What follows belongs to an exercise in optimizing a design on an open flow for small area, a short achievable clock period and few clock cycles; a production flow would make more cautious choices.
No functional check of the RTL was part of any run shown here.
Power figures rest on the tool's default switching activity, not on a simulated workload.

==> flow/design.v <==
`timescale 1ns / 1ps
`default_nettype none
package uavol_pkg;
  localparam int VOLUME_STEPS = 101;
  localparam int GAIN_IDX_W   = $clog2(VOLUME_STEPS);
  localparam int GAIN_W       = 30;
  localparam int GAIN_SHIFT   = 29;
  localparam logic [1:0] CFG_RESOLUTION   = 2'd0;
  localparam logic [1:0] CFG_LEFT_VOLUME  = 2'd1;
  localparam logic [1:0] CFG_RIGHT_VOLUME = 2'd2;
  localparam logic [1:0] RES_16   = 2'd0;
  localparam logic [1:0] RES_24   = 2'd1;
  localparam logic [1:0] RES_32   = 2'd2;
  localparam logic [1:0] RES_NONE = 2'd3;
  typedef logic [GAIN_W-1:0] gain_t;
  function automatic gain_t gain_table(input logic [GAIN_IDX_W-1:0] idx);
    gain_t g;
    case (idx)
      7'd0: g = 30'h20000000;
      7'd1: g = 30'h1c8520af;
      7'd2: g = 30'h196b230b;
      7'd3: g = 30'h16a77dea;
      7'd4: g = 30'h1430cd74;
      7'd5: g = 30'h11feb33c;
      7'd6: g = 30'h1009b9cf;
      7'd7: g = 30'h0e4b3b63;
      7'd8: g = 30'h0cbd4b3f;
      7'd9: g = 30'h0b5aa19b;
      7'd10: g = 30'h0a1e89b1;
      7'd11: g = 30'h0904d1bd;
      7'd12: g = 30'h0809bcc3;
      7'd13: g = 30'h0729f5d9;
      7'd14: g = 30'h066284d5;
      7'd15: g = 30'h05b0c438;
      7'd16: g = 30'h05125831;
      7'd17: g = 30'h04852697;
      7'd18: g = 30'h04074fcb;
      7'd19: g = 30'h03972853;
      7'd20: g = 30'h03333333;
      7'd21: g = 30'h02da1cde;
      7'd22: g = 30'h028ab6b4;
      7'd23: g = 30'h0243f2fd;
      7'd24: g = 30'h0204e158;
      7'd25: g = 30'h01ccab86;
      7'd26: g = 30'h019a9294;
      7'd27: g = 30'h016dec56;
      7'd28: g = 30'h0146211f;
      7'd29: g = 30'h0122a9c2;
      7'd30: g = 30'h01030dc4;
      7'd31: g = 30'h00e6e1c6;
      7'd32: g = 30'h00cdc613;
      7'd33: g = 30'h00b76562;
      7'd34: g = 30'h00a373ae;
      7'd35: g = 30'h0091ad38;
      7'd36: g = 30'h0081d59e;
      7'd37: g = 30'h0073b70f;
      7'd38: g = 30'h00672194;
      7'd39: g = 30'h005bea6e;
      7'd40: g = 30'h0051eb85;
      7'd41: g = 30'h004902e3;
      7'd42: g = 30'h00411245;
      7'd43: g = 30'h0039feb2;
      7'd44: g = 30'h0033b022;
      7'd45: g = 30'h002e1127;
      7'd46: g = 30'h00290ea8;
      7'd47: g = 30'h002497a2;
      7'd48: g = 30'h00209ce9;
      7'd49: g = 30'h001d10f9;
      7'd50: g = 30'h0019e7c6;
      7'd51: g = 30'h00171693;
      7'd52: g = 30'h001493ce;
      7'd53: g = 30'h001256f0;
      7'd54: g = 30'h0010585e;
      7'd55: g = 30'h000e9152;
      7'd56: g = 30'h000cfbc3;
      7'd57: g = 30'h000b924e;
      7'd58: g = 30'h000a5028;
      7'd59: g = 30'h0009310b;
      7'd60: g = 30'h00083126;
      7'd61: g = 30'h00074d16;
      7'd62: g = 30'h000681d3;
      7'd63: g = 30'h0005ccab;
      7'd64: g = 30'h00052b36;
      7'd65: g = 30'h00049b50;
      7'd66: g = 30'h00041b10;
      7'd67: g = 30'h0003a8c3;
      7'd68: g = 30'h000342e4;
      7'd69: g = 30'h0002e818;
      7'd70: g = 30'h0002972d;
      7'd71: g = 30'h00024f0e;
      7'd72: g = 30'h00020ec7;
      7'd73: g = 30'h0001d57e;
      7'd74: g = 30'h0001a26f;
      7'd75: g = 30'h000174ee;
      7'd76: g = 30'h00014c60;
      7'd77: g = 30'h0001283b;
      7'd78: g = 30'h00010804;
      7'd79: g = 30'h0000eb4d;
      7'd80: g = 30'h0000d1b7;
      7'd81: g = 30'h0000bae8;
      7'd82: g = 30'h0000a695;
      7'd83: g = 30'h00009477;
      7'd84: g = 30'h00008452;
      7'd85: g = 30'h000075ee;
      7'd86: g = 30'h0000691b;
      7'd87: g = 30'h00005dad;
      7'd88: g = 30'h0000537d;
      7'd89: g = 30'h00004a68;
      7'd90: g = 30'h00004251;
      7'd91: g = 30'h00003b1b;
      7'd92: g = 30'h000034ad;
      7'd93: g = 30'h00002ef3;
      7'd94: g = 30'h000029d7;
      7'd95: g = 30'h0000254b;
      7'd96: g = 30'h0000213c;
      7'd97: g = 30'h00001d9f;
      7'd98: g = 30'h00001a66;
      7'd99: g = 30'h00001787;
      7'd100: g = 30'h000014f8;
      default: g = 30'h000014f8;
    endcase
    gain_table = g;
  endfunction
  function automatic logic [GAIN_IDX_W-1:0] gain_index(input logic [15:0] vol);
    logic [7:0] cand;
    cand = {1'b0, ~vol[14:8]} + {7'd0, vol[7:0] == 8'd0};
    if (!vol[15]) begin
      gain_index = '0;
    end else if (cand > 8'(VOLUME_STEPS - 1)) begin
      gain_index = GAIN_IDX_W'(VOLUME_STEPS - 1);
    end else begin
      gain_index = cand[GAIN_IDX_W-1:0];
    end
  endfunction
endpackage
`default_nettype wire
`timescale 1ns / 1ps
`default_nettype none
module uavol_unpack (
  input  wire logic                 clk,
  input  wire logic                 rst_n,
  input  wire logic                 in_valid,
  input  wire logic                 in_stall,
  input  wire logic [7:0]           in_data_byte,
  input  wire logic                 in_last_byte,
  input  wire logic                 cfg_wr_en,
  input  wire logic [1:0]           cfg_index,
  input  wire logic [15:0]          cfg_data,
  output logic                      emit,         
  output logic                      emit_ahead,   
  output logic [31:0]               frm_left,
  output logic [31:0]               frm_right,
  output logic                      frm_last,
  output logic [1:0]                frm_res_l,    
  output logic [1:0]                frm_res_r,
  output logic [6:0]                idx_l,        
  output logic [6:0]                idx_r
);
  logic [1:0]  res_r, res_nxt;
  logic [6:0]  idx_l_r, idx_r_r;
  logic [6:0]  cfg_idx;
  logic [2:0]  byte_pos_r, byte_pos_nxt;
  logic [23:0] partial_r, partial_nxt;
  logic [31:0] held_left_r, held_left_nxt;
  logic [1:0]  held_res_r, held_res_nxt;
  logic        accept;
  logic        unsupported;
  logic [1:0]  k;
  logic        second;
  logic        sample_done;
  logic [2:0]  pos_inc;
  logic [31:0] w_join;
  logic [31:0] w_sample;
  function automatic logic [6:0] pos_decode(input logic [1:0] res, input logic [2:0] p);
    case ({res, p})
      5'd0 : pos_decode = {2'd0, 1'b0, 1'b0, 3'd1};
      5'd1 : pos_decode = {2'd1, 1'b0, 1'b1, 3'd2};
      5'd2 : pos_decode = {2'd0, 1'b1, 1'b0, 3'd3};
      5'd3 : pos_decode = {2'd1, 1'b1, 1'b1, 3'd0};
      5'd4 : pos_decode = {2'd0, 1'b0, 1'b0, 3'd1};
      5'd5 : pos_decode = {2'd0, 1'b0, 1'b0, 3'd1};
      5'd6 : pos_decode = {2'd0, 1'b0, 1'b0, 3'd1};
      5'd7 : pos_decode = {2'd0, 1'b0, 1'b0, 3'd1};
      5'd8 : pos_decode = {2'd0, 1'b0, 1'b0, 3'd1};
      5'd9 : pos_decode = {2'd1, 1'b0, 1'b0, 3'd2};
      5'd10: pos_decode = {2'd2, 1'b0, 1'b1, 3'd3};
      5'd11: pos_decode = {2'd0, 1'b1, 1'b0, 3'd4};
      5'd12: pos_decode = {2'd1, 1'b1, 1'b0, 3'd5};
      5'd13: pos_decode = {2'd2, 1'b1, 1'b1, 3'd0};
      5'd14: pos_decode = {2'd0, 1'b0, 1'b0, 3'd1};
      5'd15: pos_decode = {2'd0, 1'b0, 1'b0, 3'd1};
      5'd16: pos_decode = {2'd0, 1'b0, 1'b0, 3'd1};
      5'd17: pos_decode = {2'd1, 1'b0, 1'b0, 3'd2};
      5'd18: pos_decode = {2'd2, 1'b0, 1'b0, 3'd3};
      5'd19: pos_decode = {2'd3, 1'b0, 1'b1, 3'd4};
      5'd20: pos_decode = {2'd0, 1'b1, 1'b0, 3'd5};
      5'd21: pos_decode = {2'd1, 1'b1, 1'b0, 3'd6};
      5'd22: pos_decode = {2'd2, 1'b1, 1'b0, 3'd7};
      5'd23: pos_decode = {2'd3, 1'b1, 1'b1, 3'd0};
      default: pos_decode = {2'd0, 1'b0, 1'b0, 3'd0};   
    endcase
  endfunction
  assign accept = in_valid && !in_stall;
  always_comb begin
    res_nxt = res_r;
    if (cfg_wr_en && cfg_index == uavol_pkg::CFG_RESOLUTION) res_nxt = cfg_data[1:0];
  end
  assign cfg_idx = uavol_pkg::gain_index(cfg_data);
  always_ff @(posedge clk) begin
    if (!rst_n) begin
      res_r   <= uavol_pkg::RES_16;
      idx_l_r <= '0;
      idx_r_r <= '0;
    end else begin
      res_r <= res_nxt;
      if (cfg_wr_en && cfg_index == uavol_pkg::CFG_LEFT_VOLUME)  idx_l_r <= cfg_idx;
      if (cfg_wr_en && cfg_index == uavol_pkg::CFG_RIGHT_VOLUME) idx_r_r <= cfg_idx;
    end
  end
  always_comb begin
    unsupported = (res_r == uavol_pkg::RES_NONE);
    {k, second, sample_done, pos_inc} = pos_decode(res_r, byte_pos_r);
    w_join      = {8'd0, partial_r} | ({24'd0, in_data_byte} << {k, 3'd0});
    w_sample    = w_join;
    emit        = accept && !unsupported && sample_done && second;
  end
  always_comb begin
    byte_pos_nxt  = byte_pos_r;
    partial_nxt   = partial_r;
    held_left_nxt = held_left_r;
    held_res_nxt  = held_res_r;
    if (accept) begin
      byte_pos_nxt = pos_inc;
      if (unsupported || sample_done || in_last_byte) begin
        partial_nxt = '0;
      end else if (k == 2'd0) begin
        partial_nxt = {16'd0, in_data_byte};
      end else begin
        partial_nxt = partial_r | ({16'd0, in_data_byte} << {k, 3'd0});
      end
      if (!unsupported && sample_done && !second) begin
        held_left_nxt = w_sample;
        held_res_nxt  = res_r;
      end
      if (in_last_byte) begin
        byte_pos_nxt = 3'd0;
      end
    end
  end
  always_ff @(posedge clk) begin
    if (!rst_n) begin
      byte_pos_r  <= '0;
      partial_r   <= '0;
      held_left_r <= '0;
      held_res_r  <= '0;
    end else begin
      byte_pos_r  <= byte_pos_nxt;
      partial_r   <= partial_nxt;
      held_left_r <= held_left_nxt;
      held_res_r  <= held_res_nxt;
    end
  end
  assign emit_ahead = res_nxt != uavol_pkg::RES_NONE && byte_pos_nxt == {res_nxt, 1'b1} + 3'd2;
  assign frm_res_l  = held_res_r;
  assign frm_res_r  = res_r;
  assign frm_left   = held_left_r;
  assign frm_right  = w_sample;
  assign frm_last   = in_last_byte;
  assign idx_l      = idx_l_r;
  assign idx_r      = idx_r_r;
endmodule
`default_nettype wire
`timescale 1ns / 1ps
`default_nettype none
module uavol_scale (
  input  wire logic               clk,
  input  wire logic               rst_n,
  input  wire logic               load,
  input  wire logic [31:0]        frm_left,
  input  wire logic [31:0]        frm_right,
  input  wire logic               frm_last,
  input  wire logic [1:0]         frm_res_l,
  input  wire logic [1:0]         frm_res_r,
  input  wire logic [6:0]         idx_l,
  input  wire logic [6:0]         idx_r,
  output logic                    free_ahead,   
  output logic                    out_valid,
  input  wire logic               out_stall,
  output logic signed [31:0]      out_left_sample,
  output logic signed [31:0]      out_right_sample,
  output logic                    out_last_frame
);
  logic                  full_r, full_nxt;
  logic                  first_r;               
  logic [2:0]            rem_l_r, rem_l_nxt;    
  logic [2:0]            rem_r_r, rem_r_nxt;
  logic [31:0]           buf_l_r, buf_r_r;
  logic [6:0]            idx_r_r;               
  uavol_pkg::gain_t      gain_r;                
  logic [11:0]           dig_r;                 
  logic                  last_r;
  logic                  out_valid_r, out_valid_nxt;
  logic [31:0]           acc_r;
  logic [31:0]           out_left_r;
  logic                  out_last_r;
  logic                  hold;
  logic                  step;
  logic                  step_l, step_r;
  logic                  switch;
  logic                  done;
  uavol_pkg::gain_t      rom_gain;
  function automatic logic [2:0] booth(input logic [2:0] b);
    booth = {b[2], (b[2] & ~b[1] & ~b[0]) | (~b[2] & b[1] & b[0]), b[1] ^ b[0]};
  endfunction
  function automatic logic [11:0] booth4(input logic [8:0] w);
    booth4 = {booth(w[8:6]), booth(w[6:4]), booth(w[4:2]), booth(w[2:0])};
  endfunction
  function automatic logic [36:0] row(input logic [2:0] d, input uavol_pkg::gain_t g);
    logic [30:0] m;
    m   = ({31{d[0]}} & {1'b0, g}) | ({31{d[1]}} & {g, 1'b0});
    row = {6'b0, m} ^ {37{d[2]}};
  endfunction
  function automatic logic [31:0] mac(input logic [31:0] acc, input logic first,
                                      input logic [11:0] d, input uavol_pkg::gain_t g);
    logic [36:0] sh, r0, r1, r2, r3, s1, c1, s2, c2, s3, c3;
    logic [37:0] sum;
    sh  = first ? 37'd0 : {{8{acc[31]}}, acc[31:3]};
    r0  = row(d[2:0], g);
    r1  = {row(d[5:3], g), {2{d[5]}}};
    r2  = {row(d[8:6], g), {4{d[8]}}};
    r3  = {row(d[11:9], g), {6{d[11]}}};
    s1  = sh ^ r0 ^ r1;
    c1  = {(sh & r0 | sh & r1 | r0 & r1), d[2]};
    s2  = s1 ^ c1 ^ r2;
    c2  = {(s1 & c1 | s1 & r2 | c1 & r2), d[5]};
    s3  = s2 ^ c2 ^ r3;
    c3  = {(s2 & c2 | s2 & r3 | c2 & r3), d[8]};
    sum = {s3, 1'b1} + {c3, d[11]};
    mac = sum[37:6];
  endfunction
  assign hold   = out_valid_r && out_stall;
  assign step   = full_r && !hold;
  assign step_l = step && rem_l_r != 3'd0;
  assign step_r = step && rem_l_r == 3'd0;
  assign switch = step_l && rem_l_r == 3'd1;
  assign done   = step_r && rem_r_r == 3'd1;
  always_comb begin
    full_nxt      = load || (full_r && !done);
    rem_l_nxt     = load ? {1'b0, frm_res_l} + 3'd2 : (step_l ? rem_l_r - 3'd1 : rem_l_r);
    rem_r_nxt     = load ? {1'b0, frm_res_r} + 3'd2 : (step_r ? rem_r_r - 3'd1 : rem_r_r);
    out_valid_nxt = done || hold;
  end
  assign free_ahead = !full_nxt || (rem_l_nxt == 3'd0 && rem_r_nxt[2:1] == 2'd0 && !out_valid_nxt);
  assign rom_gain = uavol_pkg::gain_table((full_r && rem_l_r == 3'd1) ? idx_r_r : idx_l);
  always_ff @(posedge clk) begin
    if (!rst_n) begin
      full_r      <= 1'b0;
      out_valid_r <= 1'b0;
    end else begin
      full_r      <= full_nxt;
      out_valid_r <= out_valid_nxt;
    end
  end
  always_ff @(posedge clk) begin
    rem_l_r <= rem_l_nxt;
    rem_r_r <= rem_r_nxt;
    if (load) begin
      buf_l_r <= frm_left;
      buf_r_r <= frm_right;
      idx_r_r <= idx_r;
      last_r  <= frm_last;
    end else begin
      if (step_l) buf_l_r <= {8'd0, buf_l_r[31:8]};
      if (step_r) buf_r_r <= {8'd0, buf_r_r[31:8]};
    end
    if (load || switch) gain_r <= rom_gain;
    if (load)        dig_r <= booth4({frm_left[7:0], 1'b0});
    else if (switch) dig_r <= booth4({buf_r_r[7:0], 1'b0});
    else if (step_l) dig_r <= booth4(buf_l_r[15:7]);
    else if (step_r) dig_r <= booth4(buf_r_r[15:7]);
    if (load || switch) first_r <= 1'b1;
    else if (step)      first_r <= 1'b0;
    if (step) acc_r <= mac(acc_r, first_r, dig_r, gain_r);
    if (step_r && first_r) out_left_r <= acc_r;
    if (done) out_last_r <= last_r;
  end
  assign out_valid        = out_valid_r;
  assign out_left_sample  = out_left_r;
  assign out_right_sample = acc_r;
  assign out_last_frame   = out_last_r;
endmodule
`default_nettype wire
`timescale 1ns / 1ps
`default_nettype none
module usb_audio_unpack_volume (
  input  wire logic               clk,
  input  wire logic               rst_n,
  input  wire logic               in_valid,
  output logic                    in_stall,
  input  wire logic [7:0]         in_data_byte,
  input  wire logic               in_last_byte,
  output logic                    out_valid,
  input  wire logic               out_stall,
  output logic signed [31:0]      out_left_sample,
  output logic signed [31:0]      out_right_sample,
  output logic                    out_last_frame,
  input  wire logic               cfg_wr_en,
  input  wire logic [1:0]         cfg_index,
  input  wire logic [15:0]        cfg_data
);
  logic             in_stall_r;
  logic             emit;
  logic             emit_ahead;
  logic             free_ahead;
  logic [31:0]      frm_left;
  logic [31:0]      frm_right;
  logic             frm_last;
  logic [1:0]       frm_res_l;
  logic [1:0]       frm_res_r;
  logic [6:0]       idx_l;
  logic [6:0]       idx_r;
  always_ff @(posedge clk) begin
    if (!rst_n) begin
      in_stall_r <= 1'b0;
    end else begin
      in_stall_r <= emit_ahead && !free_ahead;
    end
  end
  assign in_stall = in_stall_r;
  uavol_unpack u_unpack (
    .clk          (clk),
    .rst_n        (rst_n),
    .in_valid     (in_valid),
    .in_stall     (in_stall_r),
    .in_data_byte (in_data_byte),
    .in_last_byte (in_last_byte),
    .cfg_wr_en    (cfg_wr_en),
    .cfg_index    (cfg_index),
    .cfg_data     (cfg_data),
    .emit         (emit),
    .emit_ahead   (emit_ahead),
    .frm_left     (frm_left),
    .frm_right    (frm_right),
    .frm_last     (frm_last),
    .frm_res_l    (frm_res_l),
    .frm_res_r    (frm_res_r),
    .idx_l        (idx_l),
    .idx_r        (idx_r)
  );
  uavol_scale u_scale (
    .clk              (clk),
    .rst_n            (rst_n),
    .load             (emit),
    .frm_left         (frm_left),
    .frm_right        (frm_right),
    .frm_last         (frm_last),
    .frm_res_l        (frm_res_l),
    .frm_res_r        (frm_res_r),
    .idx_l            (idx_l),
    .idx_r            (idx_r),
    .free_ahead       (free_ahead),
    .out_valid        (out_valid),
    .out_stall        (out_stall),
    .out_left_sample  (out_left_sample),
    .out_right_sample (out_right_sample),
    .out_last_frame   (out_last_frame)
  );
endmodule
`default_nettype wire
==> flow/run.sh <==
#!/bin/bash
# synth_recipe.tcl (not shown) runs the flow's synth.tcl, then flattens the netlist and writes it again
# the make line also repeats each setting of config.mk as NAME=value (left out here)
make -C /OpenROAD-flow-scripts/flow DESIGN_CONFIG=/design/flow/config.mk WORK_HOME=/design/flow/orfs CLKGATE_MAP_FILE= SYNTH_SCRIPT=/design/flow/synth_recipe.tcl finish
==> flow/config.mk <==
export PLATFORM = sky130hd
export DESIGN_NAME = usb_audio_unpack_volume
export DESIGN_NICKNAME = usb_audio_unpack_volume
export VERILOG_FILES = /design/flow/design.v
export SDC_FILE = /design/flow/constraint.sdc
export NUM_CORES = 4
export LEC_CHECK = 0
export CAP_MARGIN = 20
export CORE_MARGIN = 2
export CORE_UTILIZATION = 40
export SETUP_SLACK_MARGIN = 5
export SLEW_MARGIN = 20
==> flow/constraint.sdc <==
create_clock -name core_clock -period 10.0 [get_ports {clk}]
set_input_delay 2.0000 -clock core_clock [delete_from_list [all_inputs] [get_ports {clk}]]
set_output_delay 2.0000 -clock core_clock [all_outputs]
set_load 0.01 [all_outputs]
==> run summary, run 1 <==
- Worst Hold Class: flop to flop
- Worst endpoint data arrival time: approximately 5.2 ns
- Vias/cell: between 5 and 6
- RSZ-0062 raised after global routing: yes
- CTS Buffer Depth: 3
- Synth top area share: between 20% and 30%
- Synth area leaders: edfxtp_1 24%, fa_1 9.8%, dfxtp_1 8.6%
- Predominant post-synthesis flop cell: edfxtp_1
- Yosys warning total: 3
- Synthesized cell area: about 0.022 mm2
- Number of max-cap violations: 0
- Element type at the critical path end: flop
- Post-synth EDFFs: roughly 170
- Detailed-route via count: about 18000
- Syn_nets: between 2000 and 3000
- Seq/Total Area, Yosys: about 33%
- Synth Area per Inst: roughly 8.8 um2
- Post-route antenna net violation count: 0
- Multi-input combinational cell area: between 0.01 and 0.015 mm2
- CTS tree: done
- Metal3 WL: 4.10 mm
- GPL Wtd Cong: roughly 0.95
- PD cells: around 110 mW/mm2
- CTS H-Tree Depth: 1
- Pin slew with the least headroom to its limit: 1.13 ns
- Clock Skew: 0.0353 ns
- Final Hold Viols: 0
- Largest net degree at the start of global routing: between 90 and 100
- NumNets Final: around 2600
- DP HPWL: just over 50 mm
- Die X: ~240 um
- First-pass iteration count of the detailed router: 6
- WL met1: approximately 30 mm
- WS Path Type: flop to flop
- Hold Buf Count CTS: 0
- Die ar.: between 0.05 and 0.06 mm2
- Pins over their slew limit: 0
- Final wirelength: a little under 70 mm
- #FFs+latches synth: approximately 270
- Final period util: a little under 50%
- I/O pins: a little under 100
- Startpoint Class: flop
- Cts bufs inserted: 31
- # rows: 85
- Minimum clock period: roughly 4.8 ns
- Diode count: 0
- Routed wire length on met2: between 30 and 40 mm
- WL per Instance: 22.1 um
- Die H: roughly 240 um
- PortBufs: 98
- Post-synth ARST share: 0%
- Pleak: 9.33 nW
- Post-synth top area cell: edfxtp_1
- Worst Path Required: 10.35 ns
- Synth unique cells: 87
- Clock-pin slew on the worst setup and hold paths: around 0.06 ns
- Max transition margin: between 20% and 30%
- Worst vdd ir: between 0.1 and 0.15 mV
- Final Setup Violations: 0
- Iter 0 DRT Violations: 1653
- Antenna violations before repair: 0
- DRC viols: 0
- Most frequent cell after synthesis: nand2_1
- Fillers: approximately 5200
- Max FO, Critical Path: 30
- Initial cell density of the core: 40.3%
- Total Power: between 2 and 3 mW
- Core area: between 0.05 and 0.06 mm2
- Total gr overflow: 0
- Vias in the first global route: between 15000 and 20000
- Share of cells above drive strength 1: under 10%
- First-pass GRT wire length: about 110 mm
- Cells after synthesis: 2443
- Worst-skew pair later-pin latency: about 0.61 ns
- Root buffer cell: clkbuf_16
- Uppermost layer routed: met4
- Achievable clock frequency: between 200 and 250 MHz
- Outcome: no timing/DRC/antenna violations
- Area delta synth->final: 11.6%
- Synth cell count leaders: 286 x nand2_1, 173 x edfxtp_1, 160 x xnor2_1
- CTS Sinks: ~270
- Total track usage: 24.0%
- Setup TNS: 0 ns
- Register Area: about 0.0071 mm2
-- timing repair --
action | in CTS | in global routing
resized for setup | 13 | 24
setup endpoints to repair | 14 | 43
pin swaps | 2 | 4
cloned | 0 | 1
buffers inserted | 0 | 4
-- cell usage in the layout (no fill, tap or decap), types with 38 or more instances in the layout --
master	instances
clkdlybuf4s50_1	97
xnor2_1	159
inv_1	157
o21ai_0	128
a21oi_1	154
nor2_1	147
edfxtp_1	173
nand3_1	38
a22oi_1	139
nor2b_1	72
dfxtp_1	93
nand2_1	284
ha_1	69
fa_1	106
-- state kept, by name, summed over array words and instances (netlist names), 7 cells and up --
signal / count
u_scale.dig_r: 12
u_unpack.idx_l_r: 7
u_scale.acc_r: 32
u_scale.out_left_r: 32
u_unpack.partial_r: 24
u_scale.idx_r_r: 7
u_scale.gain_r: 30
u_unpack.idx_r_r: 7
u_scale.buf_l_r: 25
u_unpack.held_left_r: 32
u_scale.buf_r_r: 32
-- worst paths after layout --
kind,startpoint,end,slack (ns),cells past startpoint
max,u_scale.dig_r[0],u_scale.acc_r[30],5.15,17
min,u_scale.last_r,u_scale.out_last_r,0.43,0
max reg2reg,u_scale.dig_r[0],u_scale.acc_r[30],5.15,17
min reg2reg,u_scale.last_r,u_scale.out_last_r,0.43,0
-- per-layer routing --
metal | up-vias | GRT usage [%]
met3 | 182 | 2.55
met5 | - | 0
met2 | 757 | 39.3
met1 | 8885 | 32.2
li1 | 8573 | -
met4 | 0 | 10.5
-- cells by family after synthesis --
group	count (synthesis)	synth area share [%]
buf+inv	366	6.87
flops	266	32.6
mux	15	0.926
fa+ha+maj	178	14.0
compound gates	733	23.0
simple gates	704	15.2
xor+xnor	181	7.33
-- per-stage QoR --
| stage | cells | instance area [um2] | hold slack [ns] | util [%] | worst slack (ns) |
|---|---|---|---|---|---|
| after floorplan | 2443 | 21600 | 0.400 | - | 4.98 |
| after global placement | 3072 | 22900 | 0.404 | 42.7 | 4.65 |
| after detailed placement | 3072 | 22900 | 0.422 | 42.7 | 4.53 |
| after CTS | 3130 | 24000 | 0.430 | 44.7 | 5.03 |
| after global routing | 3135 | 24100 | 0.431 | 45.0 | 4.95 |
| final | 3135 | 24100 | 0.428 | 45.0 | 5.15 |
-- cell type report --
cell class                 instances  share of cell area (%)
inverter                         164                    2.57
tap                              696                    3.61
clock inverter                    12                   0.540
multi-input combinational       1811                    54.8
sequential                       266                    29.3
timing repair buffer             140                    5.59
clock buffer                      46                    3.62
-- critical path, stage by stage, from the launching register on --
cell      delay (ns)
edfxtp_1        0.38
buf_6           0.20
a22oi_1         0.22
xnor2_1         0.17
fa_1            0.47
fa_1            0.50
inv_1           0.06
fa_1            0.47
inv_1           0.04
ha_1            0.38
nand3_1         0.13
o221ai_1        0.35
a211oi_4        0.09
o31ai_4         0.31
a21oi_2         0.15
o31ai_1         0.38
a21oi_1         0.14
xnor2_1         0.14
-- where the power goes --
part           switching, mW  internal [mW]  total, mW
registers            0.00985           1.18       1.19
logic                  0.278          0.174      0.453
clock network          0.457          0.655       1.11
==> inputs of run 2 (changes only) <==
==> flow/flow/run.sh (new file) <==
#!/bin/bash
set -euo pipefail
bash standard.sh SETUP_SLACK_MARGIN=6 finish > standard_make.log 2>&1
==> flow/standard.sh (new file) <==
#!/bin/bash
# synth_recipe.tcl (not shown) runs the flow's synth.tcl, then flattens the netlist and writes it again
# the make line also repeats each setting of config.mk as NAME=value (left out here)
make -C /OpenROAD-flow-scripts/flow DESIGN_CONFIG=/design/flow/config.mk WORK_HOME=/design/flow/orfs CLKGATE_MAP_FILE= SYNTH_SCRIPT=/design/flow/synth_recipe.tcl "${@:-finish}"
removed: flow/run.sh
==> run 2 against run 1 <==
Effect of this change: area after synthesis unchanged; combinational power up 9.3%; via count is 0.72% higher; synthesized cell count unchanged; still clean; global-route usage rose by 0.21 points; highest routed layer unchanged.
==> run summary, run 2 <==
- Outcome: no timing/DRC/antenna violations
- CP cell instances: buf_12 > a22oi_2 > xnor2_1 > fa_1 > inv_1 > fa_1 > inv_1 > fa_1 > inv_1 > ha_1 > and3_4 > a221oi_4 > o21ai_2 > a211oi_2 > nor3_2 > a211o_1 > a221oi_2 > xnor2_1
- Synthesized cell area: ~0.022 mm2
- RSZ-0062 raised after global routing: yes
- CTS tree: done
- CTS Sinks: ~270
- Diode count: 0
- Post-synth top area cell: edfxtp_1
- Final Hold Viols: 0
- DRC viols: 0
- Post-synth EDFFs: 173
- Core area: 0.0536 mm2
- Post-route antenna net violation count: 0
- GR Util met3: 3.32%
- Pin slew with the least headroom to its limit: around 1.1 ns
- WL per Instance: between 20 and 25 um
- Pleak: ~9.7 nW
- Setup TNS: 0 ns
- Pre-CTS setup slack: 4.57 ns
- Most frequent cell after synthesis: nand2_1
- Worst endpoint data arrival time: a little over 5 ns
- Final Setup Violations: 0
- CTS Buffer Depth: 3
- NumNets Final: 2653
- Root buffer cell: clkbuf_16
- Area delta synth->final: 16.3%
- Worst vdd ir: roughly 0.13 mV
- # rows: 85
- Element type at the critical path end: flop
- Die H: ~240 um
- Commonest non-fill, non-tap cells in the layout: 282 x nand2_1, 173 x edfxtp_1, 152 x inv_1
- Minimum clock period: ~4.7 ns
- Final wirelength: 69.5 mm
- Total Power: ~2.8 mW
- WS Path Type: flop to flop
- M1 GR Usage: 32.3%
- Post-synth ARST share: 0%
- Initial cell density of the core: between 40 and 50%
- Final Cell Area: roughly 0.025 mm2
- Synth area leaders: edfxtp_1 24%, fa_1 9.8%, dfxtp_1 8.6%
- First-pass GRT wire length: roughly 110 mm
- Detailed-route via count: ~19000
- CP max-delay cell: fa_1
- Worst Path Required: between 10 and 15 ns
- Cells after synthesis: 2443
- Max transition margin: between 20% and 30%
- Fillers: just over 5000
- Synth unique cells: 87
- Syn_nets: between 2000 and 3000
- Startpoint Class: flop
- Total gr overflow: 0
- #FFs+latches synth: 266
- DP HPWL: 49.8 mm
- PortBufs: 98
- Yosys warning total: 3
- Pins over their slew limit: 0
- Die ar.: approximately 0.056 mm2
- Die X: 236 um
- Synth Area per Inst: between 8 and 9 um2
- Max FO, Critical Path: 30
- Vias/cell: about 5.9
- GR Util met2: 39.5%
- Clock-pin slew on the worst setup and hold paths: roughly 0.06 ns
- Post-route setup slack: 5.26 ns
- Final core occ: 46.9%
- Iter 0 DRT Violations: 1725
- PD cells: about 110 mW/mm2
- Antenna violations before repair: 0
- Clock Skew: between 0.01 and 0.015 ns
- Number of max-cap violations: 0
- Final period util: a little under half
- CTS H-Tree Depth: 1
- Worst-skew pair later-pin latency: ~0.6 ns
- Gr busiest metal: met2
- Share of cells above drive strength 1: between 10% and 20%
- Synth cell count leaders: 286 x nand2_1, 173 x edfxtp_1, 160 x xnor2_1
- Cts bufs inserted: 30
- First-pass iteration count of the detailed router: 7
- Vias in the first global route: ~18000
- Seq/Total Area, Yosys: approximately a third
- Predominant post-synthesis flop cell: edfxtp_1
- GPL Wtd Cong: 1.01
- Achievable clock frequency: roughly 210 MHz
- Most common cell after layout, fill and taps aside: nand2_1
- Placed Instance Area: about 0.023 mm2
- CP peak stage delay: 0.50 ns
- Largest net degree at the start of global routing: 92
- Worst Hold Class: flop to flop
- Total track usage: 24.2%
- Hold Buf Count CTS: 0
- I/O pins: between 90 and 100
- Synth top area share: 24.0%
-- run 2: cell count changes in the layout (fill, tap and decap cells not counted), moves of 9 or more --
cell / previous run / this run
buf_4: 35 / 54
o21ai_0: 128 / 119
ha_1: 69 / 53
ha_4: 0 / 9
a21oi_1: 154 / 145
xnor2_1: 159 / 138
xnor2_2: 1 / 20
-- run 2: final cells by class --
type	instances	area, um2	area share (%)
inverters	164	642	2.55
multi-input cells	1812	13900	55.3
flip-flops and latches	266	7060	28.1
repair inverters	1	5.00	0.0199
clock buffers	38	831	3.30
well taps	696	871	3.46
repair buffers	168	1650	6.57
clock inverters	18	173	0.687
-- run 2: timing repair --
item                       CTS  global route
gates cloned                 4             1
gates resized for setup     87            72
setup buffers               19             8
setup endpoints to repair  224           115
pin swaps                   21            22
-- run 2: kinds of logic after synthesis --
group                      synth area share, %
and+or+nand+nor                           15.2
buffers and inverters                     6.87
muxes                                    0.926
adders and majority gates                 14.0
xor gates and xnor gates                  7.33
AOI/OAI and AO/OA                         23.0
DFF                                       32.6
-- run 2: path summary, 6_finish.rpt --
path,depth (start not counted),endpoint,startpoint,slack [ns]
setup / recovery,18,u_scale.acc_r[25],u_scale.dig_r[0],5.26
hold / removal,0,u_scale.out_last_r,u_scale.last_r,0.42
setup reg to reg,18,u_scale.acc_r[25],u_scale.dig_r[0],5.26
hold reg to reg,0,u_scale.out_last_r,u_scale.last_r,0.42
-- run 2: metrics by stage --
stage          std cells  hold WS (ns)
2_1_floorplan       2443         0.400
3_3_place_gp        3075         0.409
3_5_place_dp        3075         0.420
4_1_cts             3154         0.417
5_1_grt             3163         0.429
6_report            3163         0.417
-- run 2: where the power goes --
part           switching, mW  total (mW)  internal, mW  leakage (nW)
registers            0.00997        1.19          1.18          2.34
clock network          0.457        1.10         0.641         0.498
logic                  0.296       0.495         0.199          6.85
-- run 2: worst max-delay path, delay by kind of cell, from the launching register on --
kind / cells / cell delay, ns
flops: 1 / 0.42
simple gates: 2 / 0.31
compound gates: 6 / 1.41
xor+xnor: 2 / 0.22
buf+inv: 4 / 0.34
fa+ha+maj: 4 / 1.76
-- run 2: per-layer routing --
layer | vias up | routed length (um)
met5 | - | 0
met4 | 0 | 3160
li1 | 8628 | -
met2 | 742 | 32000
met1 | 8984 | 29900
met3 | 175 | 4480
==> inputs of run 3 (changes only) <==
--- a/flow/design.v
+++ b/flow/design.v
@@ -148,6 +148,7 @@
   input  wire logic [15:0]          cfg_data,
   output logic                      emit,         
   output logic                      emit_ahead,   
+  output logic                      left_ahead,   
   output logic [31:0]               frm_left,
   output logic [31:0]               frm_right,
   output logic                      frm_last,
@@ -260,7 +261,15 @@
       held_res_r  <= held_res_nxt;
     end
   end
-  assign emit_ahead = res_nxt != uavol_pkg::RES_NONE && byte_pos_nxt == {res_nxt, 1'b1} + 3'd2;
+  logic [1:0] k_ahead;
+  logic       second_ahead;
+  logic       done_ahead;
+  logic [2:0] pos_ahead;
+  always_comb begin
+    {k_ahead, second_ahead, done_ahead, pos_ahead} = pos_decode(res_nxt, byte_pos_nxt);
+    emit_ahead = done_ahead && second_ahead;
+    left_ahead = done_ahead && !second_ahead;
+  end
   assign frm_res_l  = held_res_r;
   assign frm_res_r  = res_r;
   assign frm_left   = held_left_r;
@@ -284,6 +293,7 @@
   input  wire logic [6:0]         idx_l,
   input  wire logic [6:0]         idx_r,
   output logic                    free_ahead,   
+  output logic                    held_free_ahead,  
   output logic                    out_valid,
   input  wire logic               out_stall,
   output logic signed [31:0]      out_left_sample,
@@ -294,7 +304,8 @@
   logic                  first_r;               
   logic [2:0]            rem_l_r, rem_l_nxt;    
   logic [2:0]            rem_r_r, rem_r_nxt;
-  logic [31:0]           buf_l_r, buf_r_r;
+  logic [1:0]            pos_l_r;               
+  logic [31:0]           buf_r_r;
   logic [6:0]            idx_r_r;               
   uavol_pkg::gain_t      gain_r;                
   logic [11:0]           dig_r;                 
@@ -309,6 +320,7 @@
   logic                  switch;
   logic                  done;
   uavol_pkg::gain_t      rom_gain;
+  logic [8:0]            left_window;
   function automatic logic [2:0] booth(input logic [2:0] b);
     booth = {b[2], (b[2] & ~b[1] & ~b[0]) | (~b[2] & b[1] & b[0]), b[1] ^ b[0]};
   endfunction
@@ -350,7 +362,15 @@
     rem_r_nxt     = load ? {1'b0, frm_res_r} + 3'd2 : (step_r ? rem_r_r - 3'd1 : rem_r_r);
     out_valid_nxt = done || hold;
   end
-  assign free_ahead = !full_nxt || (rem_l_nxt == 3'd0 && rem_r_nxt[2:1] == 2'd0 && !out_valid_nxt);
+  assign free_ahead      = !full_nxt || (rem_l_nxt == 3'd0 && rem_r_nxt[2:1] == 2'd0 && !out_valid_nxt);
+  assign held_free_ahead = !full_nxt || rem_l_nxt[2:1] == 2'd0 || (rem_l_nxt == 3'd2 && !out_valid_nxt);
+  always_comb begin
+    case (pos_l_r)
+      2'd1:    left_window = frm_left[15:7];
+      2'd2:    left_window = frm_left[23:15];
+      default: left_window = frm_left[31:23];
+    endcase
+  end
   assign rom_gain = uavol_pkg::gain_table((full_r && rem_l_r == 3'd1) ? idx_r_r : idx_l);
   always_ff @(posedge clk) begin
     if (!rst_n) begin
@@ -365,18 +385,18 @@
     rem_l_r <= rem_l_nxt;
     rem_r_r <= rem_r_nxt;
     if (load) begin
-      buf_l_r <= frm_left;
       buf_r_r <= frm_right;
       idx_r_r <= idx_r;
       last_r  <= frm_last;
-    end else begin
-      if (step_l) buf_l_r <= {8'd0, buf_l_r[31:8]};
-      if (step_r) buf_r_r <= {8'd0, buf_r_r[31:8]};
+    end else if (step_r) begin
+      buf_r_r <= {8'd0, buf_r_r[31:8]};
     end
+    if (load)        pos_l_r <= 2'd1;
+    else if (step_l) pos_l_r <= pos_l_r + 2'd1;
     if (load || switch) gain_r <= rom_gain;
     if (load)        dig_r <= booth4({frm_left[7:0], 1'b0});
     else if (switch) dig_r <= booth4({buf_r_r[7:0], 1'b0});
-    else if (step_l) dig_r <= booth4(buf_l_r[15:7]);
+    else if (step_l) dig_r <= booth4(left_window);
     else if (step_r) dig_r <= booth4(buf_r_r[15:7]);
     if (load || switch) first_r <= 1'b1;
     else if (step)      first_r <= 1'b0;
@@ -411,7 +431,9 @@
   logic             in_stall_r;
   logic             emit;
   logic             emit_ahead;
+  logic             left_ahead;
   logic             free_ahead;
+  logic             held_free_ahead;
   logic [31:0]      frm_left;
   logic [31:0]      frm_right;
   logic             frm_last;
@@ -423,7 +445,7 @@
     if (!rst_n) begin
       in_stall_r <= 1'b0;
     end else begin
-      in_stall_r <= emit_ahead && !free_ahead;
+      in_stall_r <= emit_ahead && !free_ahead || left_ahead && !held_free_ahead;
     end
   end
   assign in_stall = in_stall_r;
@@ -439,6 +461,7 @@
     .cfg_data     (cfg_data),
     .emit         (emit),
     .emit_ahead   (emit_ahead),
+    .left_ahead   (left_ahead),
     .frm_left     (frm_left),
     .frm_right    (frm_right),
     .frm_last     (frm_last),
@@ -459,6 +482,7 @@
     .idx_l            (idx_l),
     .idx_r            (idx_r),
     .free_ahead       (free_ahead),
+    .held_free_ahead  (held_free_ahead),
     .out_valid        (out_valid),
     .out_stall        (out_stall),
     .out_left_sample  (out_left_sample),
==> flow/run.sh (new file) <==
#!/bin/bash
# synth_recipe.tcl (not shown) runs the flow's synth.tcl, then flattens the netlist and writes it again
# the make line also repeats each setting of config.mk as NAME=value (left out here)
make -C /OpenROAD-flow-scripts/flow DESIGN_CONFIG=/design/flow/config.mk WORK_HOME=/design/flow/orfs CLKGATE_MAP_FILE= SYNTH_SCRIPT=/design/flow/synth_recipe.tcl finish
--- a/flow/config.mk
+++ b/flow/config.mk
@@ -7,6 +7,7 @@
 export LEC_CHECK = 0
 export CAP_MARGIN = 20
 export CORE_MARGIN = 2
-export CORE_UTILIZATION = 40
+export CORE_UTILIZATION = 80
+export PLACE_DENSITY = 0.88
 export SETUP_SLACK_MARGIN = 5
 export SLEW_MARGIN = 20
removed: flow/flow/run.sh
removed: flow/standard.sh
==> run 3 against run 2 <==
Effect of this change: the run now fails in 5_1_grt; synthesized cell count decreased by 6.9%; area after synthesis decreased by 6.5%.
==> run summary, run 3 <==
- Synth cell count leaders: 231 x nand2_1, 158 x xnor2_1, 152 x a22oi_1
- Synthesized cell area: approximately 0.020 mm2
- Post-synth top area cell: edfxtp_1
- Placed Instance Area: around 0.021 mm2
- Outcome: did not finish
- Worst_ep grt: u_scale.acc_r[31]$_DFFE_PP_/D
- Initial cell density of the core: 81.0%
- Root buffer cell: clkbuf_16
- Multiplexer area fraction after synthesis: 1.55%
- Post-synth EDFFs: around 150
- Cts bufs inserted: 26
- Adder-cell area share of the yosys netlist: 15.0%
- Last stage reached: 5_1_grt
- # rows: 58
- Synth Area in Compound Gates: 23.1%
- Post-synth ARST share: 0%
- Placed Cells: roughly 2500
- CTS Buffer Depth: 3
- CTS H-Tree Depth: 1
- Synth top area share: 22.0%
- First Err: [ERROR GRT-0232] Routing congestion too high. Check the congestion heatmap in the GUI.
- Synth Area in Simple Gates: 14.5%
- Yosys warning total: 3
- Die H: between 150 and 200 um
- Synth Area in XOR/XNOR: 7.49%
- Synth unique cells: between 90 and 100
- Cells after synthesis: approximately 2300
- Seq/Total Area, Yosys: around a third
- Most frequent cell after synthesis: nand2_1
- CTS Sinks: around 240
- Worst endpoint type: register input
- Total gr overflow: between 40 and 50
- DP HPWL: 43.3 mm
- Synth Area per Inst: just under 9 um2
- PortBufs: just under 100
- Syn_nets: roughly 2500
- Predominant post-synthesis flop cell: edfxtp_1
- Largest net degree at the start of global routing: 86
- Largest family of logic cells by synthesized area: compound AO/OA/AOI/OAI gates
- Synth area leaders: edfxtp_1 22%, fa_1 11%, dfxtp_1 9.4%
- Total track usage: between 70% and 80%
- GPL Wtd Cong: 1.13
- Pre-CTS setup slack: about 4.4 ns
- #FFs+latches synth: ~240
- I/O pins: a little under 100
- Die X: 163 um
==> run 3: cell count changes after synthesis, sizes merged, moves of 10 or more <==
cell | before | now
and2 | 22 | 11
edfxtp | 173 | 148
clkbuf | 140 | 125
o21ai | 136 | 120
a22oi | 141 | 152
a21o | 29 | 18
nor3 | 27 | 41
nand3 | 39 | 51
nand2 | 287 | 231
a21oi | 158 | 148
==> run 3: per-layer routing <==
| metal | GRT overflow | track usage, % |
|---|---|---|
| met5 | 0 | 49.4 |
| met4 | 25 | 72.8 |
| met3 | 8 | 68.6 |
| met2 | 15 | 91.1 |
| met1 | 0 | 78.4 |
==> run 3: worst max-delay path by stage <==
stage / startpoint / slack, ns / to
after CTS: u_scale.dig_r[1] / 4.99 / u_scale.acc_r[30]
after detailed placement: u_scale.dig_r[1] / 4.36 / u_scale.acc_r[28]
after global placement: u_scale.dig_r[0] / 4.60 / u_scale.acc_r[31]
after floorplan: u_scale.dig_r[2] / 5.05 / u_scale.acc_r[31]
==> run 3: cell families after synthesis <==
logic type	count (synthesis)
mux	26
flops	243
simple gates	623
xor+xnor	172
fa+ha+maj	179
compound gates	686
buf+inv	345
==> run 3: through the flow <==
stage / total power [mW] / utilization, %
floorplan: 1.83 / -
global placement: 2.00 / 84.1
detailed placement: 2.10 / 84.1
CTS: 3.11 / 88.9
==> run 3: power groups by stage <==
stage               Sequential [mW]  Combinational [mW]  Clock, mW
CTS                            1.13                1.04      0.947
floorplan                      1.14               0.691          0
global placement               1.15               0.857          0
detailed placement             1.15               0.948          0
==> run 3: what timing repair did <==
item | in CTS
pin swaps | 5
hold buffers | 0
endpoints found under the setup margin | 24
gates cloned | 2
setup buffers | 22
gates resized for setup | 25
==> inputs of run 4 (changes only) <==
--- a/flow/design.v
+++ b/flow/design.v
@@ -341,12 +341,12 @@
     r1  = {row(d[5:3], g), {2{d[5]}}};
     r2  = {row(d[8:6], g), {4{d[8]}}};
     r3  = {row(d[11:9], g), {6{d[11]}}};
-    s1  = sh ^ r0 ^ r1;
-    c1  = {(sh & r0 | sh & r1 | r0 & r1), d[2]};
-    s2  = s1 ^ c1 ^ r2;
-    c2  = {(s1 & c1 | s1 & r2 | c1 & r2), d[5]};
-    s3  = s2 ^ c2 ^ r3;
-    c3  = {(s2 & c2 | s2 & r3 | c2 & r3), d[8]};
+    s1  = r0 ^ r1 ^ r2;
+    c1  = {(r0 & r1 | r0 & r2 | r1 & r2), d[2]};
+    s2  = s1 ^ c1 ^ r3;
+    c2  = {(s1 & c1 | s1 & r3 | c1 & r3), d[5]};
+    s3  = s2 ^ c2 ^ sh;
+    c3  = {(s2 & c2 | s2 & sh | c2 & sh), d[8]};
     sum = {s3, 1'b1} + {c3, d[11]};
     mac = sum[37:6];
   endfunction
--- a/flow/config.mk
+++ b/flow/config.mk
@@ -7,7 +7,6 @@
 export LEC_CHECK = 0
 export CAP_MARGIN = 20
 export CORE_MARGIN = 2
-export CORE_UTILIZATION = 80
-export PLACE_DENSITY = 0.88
+export CORE_UTILIZATION = 40
 export SETUP_SLACK_MARGIN = 5
 export SLEW_MARGIN = 20
==> run 4 against run 3 <==
Effect of this change: the run now finishes clean; area after synthesis fell by 1.1%; synthesized cell count fell by 1.8%.
==> run summary, run 4 <==
- Pleak: just under 9 nW
- Final wirelength: 63.5 mm
- Final period util: 49.4%
- Die H: 228 um
- Final Hold Viols: 0
- Syn_nets: ~2400
- Predominant post-synthesis flop cell: edfxtp_1
- Diode count: 0
- Worst-skew pair later-pin latency: 0.59 ns
- DP HPWL: 44.8 mm
- Largest net degree at the start of global routing: 80
- Worst vdd ir: between 0.1 and 0.15 mV
- CTS tree: done
- #FFs+latches synth: between 200 and 250
- Achievable clock frequency: 202 MHz
- PD cells: between 100 and 150 mW/mm2
- Combinational power share: approximately 23%
- Seq/Total Area, Yosys: around a third
- Die ar.: 0.0518 mm2
- PortBufs: 98
- Core area: 0.0492 mm2
- WL per Instance: about 22 um
- Root buffer cell: clkbuf_16
- Most frequent cell after synthesis: nand2_1
- Worst Hold Class: flop to flop
- Vias in the first global route: between 15000 and 20000
- Final Cell Area: 0.0227 mm2
- Worst Path Required: roughly 10 ns
- First-pass iteration count of the detailed router: 7
- Pin slew with the least headroom to its limit: 1.08 ns
- Number of max-cap violations: 0
- Die X: 228 um
- Iter 0 DRT Violations: 1698
- Most common cell after layout, fill and taps aside: nand2_1
- Post-route antenna net violation count: 0
- Synth Area per Inst: a little under 9 um2
- Synthesized cell area: between 0.015 and 0.02 mm2
- P_sw: between 800 and 900 uW
- Final Setup Violations: 0
- First-pass GRT wire length: ~100 mm
- Area delta synth->final: 13.3%
- Synth top area share: 22.2%
- Share of cells above drive strength 1: under 10%
- WS Path Type: flop to flop
- Clock Skew: about 0.026 ns
- Int Power: ~2 mW
- Setup TNS: 0 ns
- Total track usage: between 20% and 30%
- Fillers: 4732
- NumNets Final: 2432
- Max FO, Critical Path: 7
- Synth area leaders: edfxtp_1 22%, fa_1 11%, dfxtp_1 9.5%
- Yosys warning total: 3
- Worst endpoint data arrival time: about 5.3 ns
- Initial cell density of the core: 40.7%
- Clock-pin slew on the worst setup and hold paths: about 0.060 ns
- CTS Buffer Depth: 3
- Synth unique cells: slightly below 80
- Vias/cell: 5.94
- CTS H-Tree Depth: 1
- Final core occ: 46.1%
- I/O pins: between 90 and 100
- Commonest non-fill, non-tap cells in the layout: 237 x nand2_1, 173 x a21oi_1, 151 x a22oi_1
- Cells after synthesis: roughly 2200
- Max transition margin: around 28%
- Placed Instance Area: approximately 0.021 mm2
- Startpoint Class: flop
- Total gr overflow: 0
- Pins over their slew limit: 0
- GPL Wtd Cong: roughly 0.94
- CTS Sinks: around 240
- Outcome: no timing/DRC/antenna violations
- Post-synth top area cell: edfxtp_1
- Minimum clock period: between 4 and 5 ns
- Clock network fraction of design power: between 30% and 40%
- Synth cell count leaders: 237 x nand2_1, 179 x a21oi_1, 154 x a22oi_1
- # rows: between 80 and 90
- RSZ-0062 raised after global routing: yes
- Post-synth ARST share: 0%
- DRC viols: 0
- Share of total power in sequential cells: between 40% and 50%
- Sw Ratio: 29.7%
- Cts bufs inserted: 29
- Antenna violations before repair: 1
- Detailed-route via count: around 17000
- Element type at the critical path end: flop
- Hold Buf Count CTS: 0
- Post-synth EDFFs: ~150
[run 4: per-layer routing]
layer	GRT usage, %	wire [um]
met1	32.1	27000
met3	3.41	4240
met2	40.8	30000
met4	8.83	2330
met5	0	0
[run 4: what timing repair did]
item                                    in CTS  in global routing
endpoints found under the setup margin      20                 27
setup buffers                                9                  7
pin swaps                                    1                  3
resized for setup                           15                 44
[run 4: power groups by stage]
stage	combinational [mW]	sequential, mW	clock (mW)
final	0.626	1.11	1.04
after global routing	0.687	1.11	1.11
after CTS	0.590	1.11	1.07
after detailed placement	0.583	1.13	0
after global placement	0.578	1.13	0
after floorplan	0.423	1.12	0
[run 4: final cells by class]
class                           instances  area [um2]  share of cell area, %
Clock buffer                           39         803                   3.54
Clock inverter                         14         148                  0.652
Inverter                              115         443                   1.95
Multi-Input combinational cell       1689       12700                   56.0
Sequential cell                       243        6350                   28.0
Tap cell                              664         831                   3.67
Timing Repair Buffer                  142        1400                   6.16
[run 4: cells by family (layout without fill, tap and decap cells)]
group | Yosys count | after routing | synth area share, %
AO/OA/AOI/OAI | 726 | 726 | 23.9
AND/OR/NAND/NOR | 577 | 577 | 13.7
buffers and inverters | 302 | 310 | 5.97
flip-flops | 243 | 243 | 31.7
adder cells (fa/ha/maj) | 180 | 180 | 15.3
XOR/XNOR | 174 | 174 | 7.62
multiplexers | 32 | 32 | 1.71
[run 4: through the flow]
stage / setup slack, ns / hold slack, ns / power, mW / std cells
2_1_floorplan: 5.02 / 0.400 / 1.55 / 2234
3_3_place_gp: 4.41 / 0.408 / 1.71 / 2837
3_5_place_dp: 4.36 / 0.412 / 1.72 / 2837
4_1_cts: 4.95 / 0.426 / 2.77 / 2899
5_1_grt: 4.88 / 0.439 / 2.91 / 2906
6_report: 5.06 / 0.424 / 2.78 / 2906
[run 4: final timing paths]
kind	startpoint	end	slack (ns)	cells past startpoint
worst max-delay path	u_scale.gain_r[2]	u_scale.acc_r[21]	5.06	16
worst min-delay path	u_scale.last_r	u_scale.out_last_r	0.42	0
worst max register to register	u_scale.gain_r[2]	u_scale.acc_r[21]	5.06	16
worst min register to register	u_scale.last_r	u_scale.out_last_r	0.42	0
[run 4: critical path: stages, from the launching register on]
cell,delay [ns]
edfxtp_1,0.55
a22oi_2,0.26
xnor2_1,0.15
fa_1,0.45
fa_1,0.49
inv_1,0.05
fa_1,0.47
inv_1,0.04
ha_1,0.32
a211o_1,0.31
a31o_2,0.24
a31oi_4,0.26
nor2b_1,0.26
o31ai_2,0.13
a31oi_1,0.44
o21ai_1,0.13
xnor2_1,0.14
==> inputs of run 5 (changes only) <==
==> flow/flow/run.sh (new file) <==
#!/bin/bash
# The standard layout; the port buffers are the library's smallest buffer
set -euo pipefail
bash standard.sh "BUFFER_PORTS_ARGS=-buffer_cell sky130_fd_sc_hd__buf_1" finish > standard_make.log 2>&1
==> flow/standard.sh (new file) <==
#!/bin/bash
# synth_recipe.tcl (not shown) runs the flow's synth.tcl, then flattens the netlist and writes it again
# the make line also repeats each setting of config.mk as NAME=value (left out here)
make -C /OpenROAD-flow-scripts/flow DESIGN_CONFIG=/design/flow/config.mk WORK_HOME=/design/flow/orfs CLKGATE_MAP_FILE= SYNTH_SCRIPT=/design/flow/synth_recipe.tcl "${@:-finish}"
removed: flow/run.sh
==> run 5 against run 4 <==
Effect of this change: first-iteration DRC count is 14% higher; highest routed layer unchanged; largest power group unchanged; area after synthesis stayed put; combinational power is 2% lower; sequential share of layout area is 0.54 points higher; wire length is 1.5% higher; global-route usage is 0.23 points higher; synthesized cell count stayed put; flip-flop and latch count stayed put; largest cell class unchanged; clock skew is 0.0095 ns lower; via count is 0.57% higher.
==> run summary, run 5 <==
- Outcome: no timing/DRC/antenna violations
- Worst Hold Class: flop to flop
- Synth unique cells: between 70 and 80
- PD cells: about 120 mW/mm2
- Vias/cell: around 5.9
- Clock Skew: around 0.017 ns
- Detailed-route via count: between 15000 and 20000
- #FFs+latches synth: roughly 240
- DP HPWL: roughly 45 mm
- Final Hold Viols: 0
- GR Util met3: around 4%
- Final non-filler cell total: around 3000
- Element type at the critical path end: flop
- Cts bufs inserted: 29
- PortBufs: between 90 and 100
- Core area: around 0.049 mm2
- Seq/Total Area, Yosys: between 30% and 40%
- Commonest non-fill, non-tap cells in the layout: 237 x nand2_1, 177 x a21oi_1, 152 x a22oi_1
- CTS Sinks: 243
- Predominant post-synthesis flop cell: edfxtp_1
- Area delta synth->final: 11.2%
- Cells after synthesis: roughly 2200
- GPL Wtd Cong: around 0.94
- Sw Ratio: ~30%
- Hold Buf Count CTS: 0
- Achievable clock frequency: around 200 MHz
- Initial cell density of the core: between 40% and 50%
- Worst Path Required: about 10 ns
- Die H: 228 um
- Share of total power in sequential cells: 40.3%
- Post-synth EDFFs: between 100 and 150
- Pleak: around 8.6 nW
- Vias in the first global route: 16985
- First-pass GRT wire length: approximately 100 mm
- Die ar.: between 0.05 and 0.06 mm2
- Final Setup Violations: 0
- Final period util: around half
- Register Area: around 0.0063 mm2
- Placed Cells: ~2800
- Worst-skew pair later-pin latency: roughly 0.58 ns
- Total track usage: about a quarter
- Synth cell count leaders: 237 x nand2_1, 179 x a21oi_1, 154 x a22oi_1
- Worst endpoint data arrival time: about 5.4 ns
- Largest net degree at the start of global routing: 80
- P_sw: between 800 and 900 uW
- Number of max-cap violations: 0
- First-pass iteration count of the detailed router: 6
- Worst vdd ir: about 0.12 mV
- GR Util met2: around 41%
- Pins over their slew limit: 0
- Share of cells above drive strength 1: 7.86%
- Most frequent cell after synthesis: nand2_1
- Post-route antenna net violation count: 0
- Total gr overflow: 0
- Most common cell after layout, fill and taps aside: nand2_1
- RSZ-0062 raised after global routing: yes
- CTS H-Tree Depth: 1
- Antenna violations before repair: 0
- Post-synth top area cell: edfxtp_1
- Clock-pin slew on the worst setup and hold paths: 0.06 ns
- CTS Buffer Depth: 3
- NumNets Final: around 2500
- Syn_nets: about 2400
- CTS tree: done
- Final wirelength: 64.4 mm
- DRC viols: 0
- Multi-input combinational cell area: ~0.013 mm2
- I/O pins: 99
- Max FO, Critical Path: 6
- Combinational power share: between 20% and 30%
- Synthesized cell area: approximately 0.020 mm2
- Pin slew with the least headroom to its limit: 1.08 ns
- Post-synth ARST share: 0%
- Int Power: between 1.5 and 2 mW
- Synth top area share: about 22%
- Clock network fraction of design power: a little under two fifths
- Root buffer cell: clkbuf_16
- Minimum clock period: approximately 5.0 ns
- Die X: approximately 230 um
- Iter 0 DRT Violations: a little under 2000
- M1 GR Usage: between 30% and 40%
- WS Path Type: flop to flop
- WL per Instance: approximately 22 um
- Fillers: around 4800
- Diode count: 0
- # rows: just over 80
- Gr busiest metal: met2
- Yosys warning total: 3
- Synth area leaders: edfxtp_1 22%, fa_1 11%, dfxtp_1 9.5%
- Startpoint Class: flop
- Total Power: about 2.8 mW
- Max transition margin: 27.8%
- Synth Area per Inst: 8.95 um2
- Setup TNS: 0 ns
-- run 5: cell counts after synthesis --
No cell type changed its count.
-- run 5: final cells by class --
class | instances | area share [%]
Clock buffer | 45 | 3.85
Clock inverter | 9 | 0.394
Sequential cell | 243 | 28.5
Multi-Input combinational cell | 1689 | 57.0
Timing Repair Buffer | 164 | 4.47
Tap cell | 664 | 3.74
Inverter | 115 | 1.98
-- run 5: path summary, 6_finish.rpt --
path	slack [ns]	start	end	cells after the start
worst max-delay path	4.96	u_scale.gain_r[2]	u_scale.acc_r[27]	16
worst min-delay path	0.42	u_scale.last_r	u_scale.out_last_r	0
worst max register to register	4.96	u_scale.gain_r[2]	u_scale.acc_r[27]	16
worst min register to register	0.42	u_scale.last_r	u_scale.out_last_r	0
-- run 5: logic make-up after synthesis --
kind of cell	count (synthesis)	share of synthesized area [%]
AOI/OAI and AO/OA	726	23.9
DFF	243	31.7
xor gates and xnor gates	174	7.62
muxes	32	1.71
buffers and inverters	302	5.97
and+or+nand+nor	577	13.7
adders and majority gates	180	15.3
-- run 5: critical path, cell delays in order (launching register included) --
cell      delay, ns
edfxtp_1       0.53
a22oi_1        0.28
xnor2_1        0.17
fa_1           0.45
fa_1           0.50
inv_1          0.05
fa_1           0.48
inv_1          0.05
ha_1           0.32
a211o_1        0.30
a31o_2         0.24
a31oi_4        0.28
nand2b_1       0.19
a311oi_4       0.42
a21oi_2        0.11
a31o_2         0.28
xor2_1         0.14
-- run 5: what timing repair did --
action                                  in CTS  in global routing
pin swaps                                    1                 12
cloned                                       0                  0
buffers inserted                            35                  6
gates resized for setup                     14                 29
endpoints found under the setup margin      22                 24
-- run 5: routing by layer --
| metal | vias to the layer above | share of wire [%] |
|---|---|---|
| li1 | 8011 | - |
| met1 | 8383 | 41 |
| met2 | 775 | 47 |
| met3 | 193 | 6.9 |
| met4 | 0 | 4.6 |
| met5 | - | 0 |
-- run 5: stage by stage --
step / setup WS [ns] / hold WS, ns / util [%] / area, um2
floorplan: 5.02 / 0.400 / - / 20000
global route: 4.77 / 0.439 / 45.2 / 22200
CTS: 4.97 / 0.420 / 44.8 / 22000
detailed placement: 4.27 / 0.409 / 42.1 / 20700
global placement: 4.34 / 0.406 / 42.1 / 20700
finish: 4.96 / 0.417 / 45.2 / 22200
-- run 5: power by group through the flow --
stage	sequential [mW]	combinational [mW]	clock, mW
floorplan	1.12	0.423	0
global placement	1.13	0.571	0
detailed placement	1.14	0.576	0
CTS	1.11	0.589	1.06
global route	1.11	0.674	1.10
finish	1.11	0.615	1.03

re-timing with driven ports:
The flow's constraints put no driver on any port. The routed layouts listed below were extracted and timed again, unchanged, in two steps.
Step 1 assumes that a clkbuf_16 drives the clock port and a buf_2 every other input.
Step 2 moves the port delays by t, midway between the first and last clock arrival at a register: inputs arrive t later, outputs are due t later. That takes back most of the time a late clock gives input paths.
Three values: ideal, step 1, step 2; two values: the first two.
run	t, ns	setup WS [ns]	worst hold slack (ns)	latest minus earliest clock arrival (ns)
run 1	0.650	5.151 / 5.151 / 4.785	0.428 / 0.428 / 0.428	0.035 / 0.036
run 2	0.646	5.264 / 5.264 / 5.264	0.417 / 0.417 / 0.417	0.011 / 0.010
run 4	0.632	5.055 / 5.055 / 4.663	0.424 / 0.424 / 0.424	0.026 / 0.026
run 5	0.631	4.965 / 4.965 / 4.834	0.417 / 0.417 / 0.417	0.017 / 0.017
After both steps setup and hold are still met in every run listed. The setup slack of run 4, which loses most, moves by 0.000 ns with the drivers and by -0.392 ns with both steps.
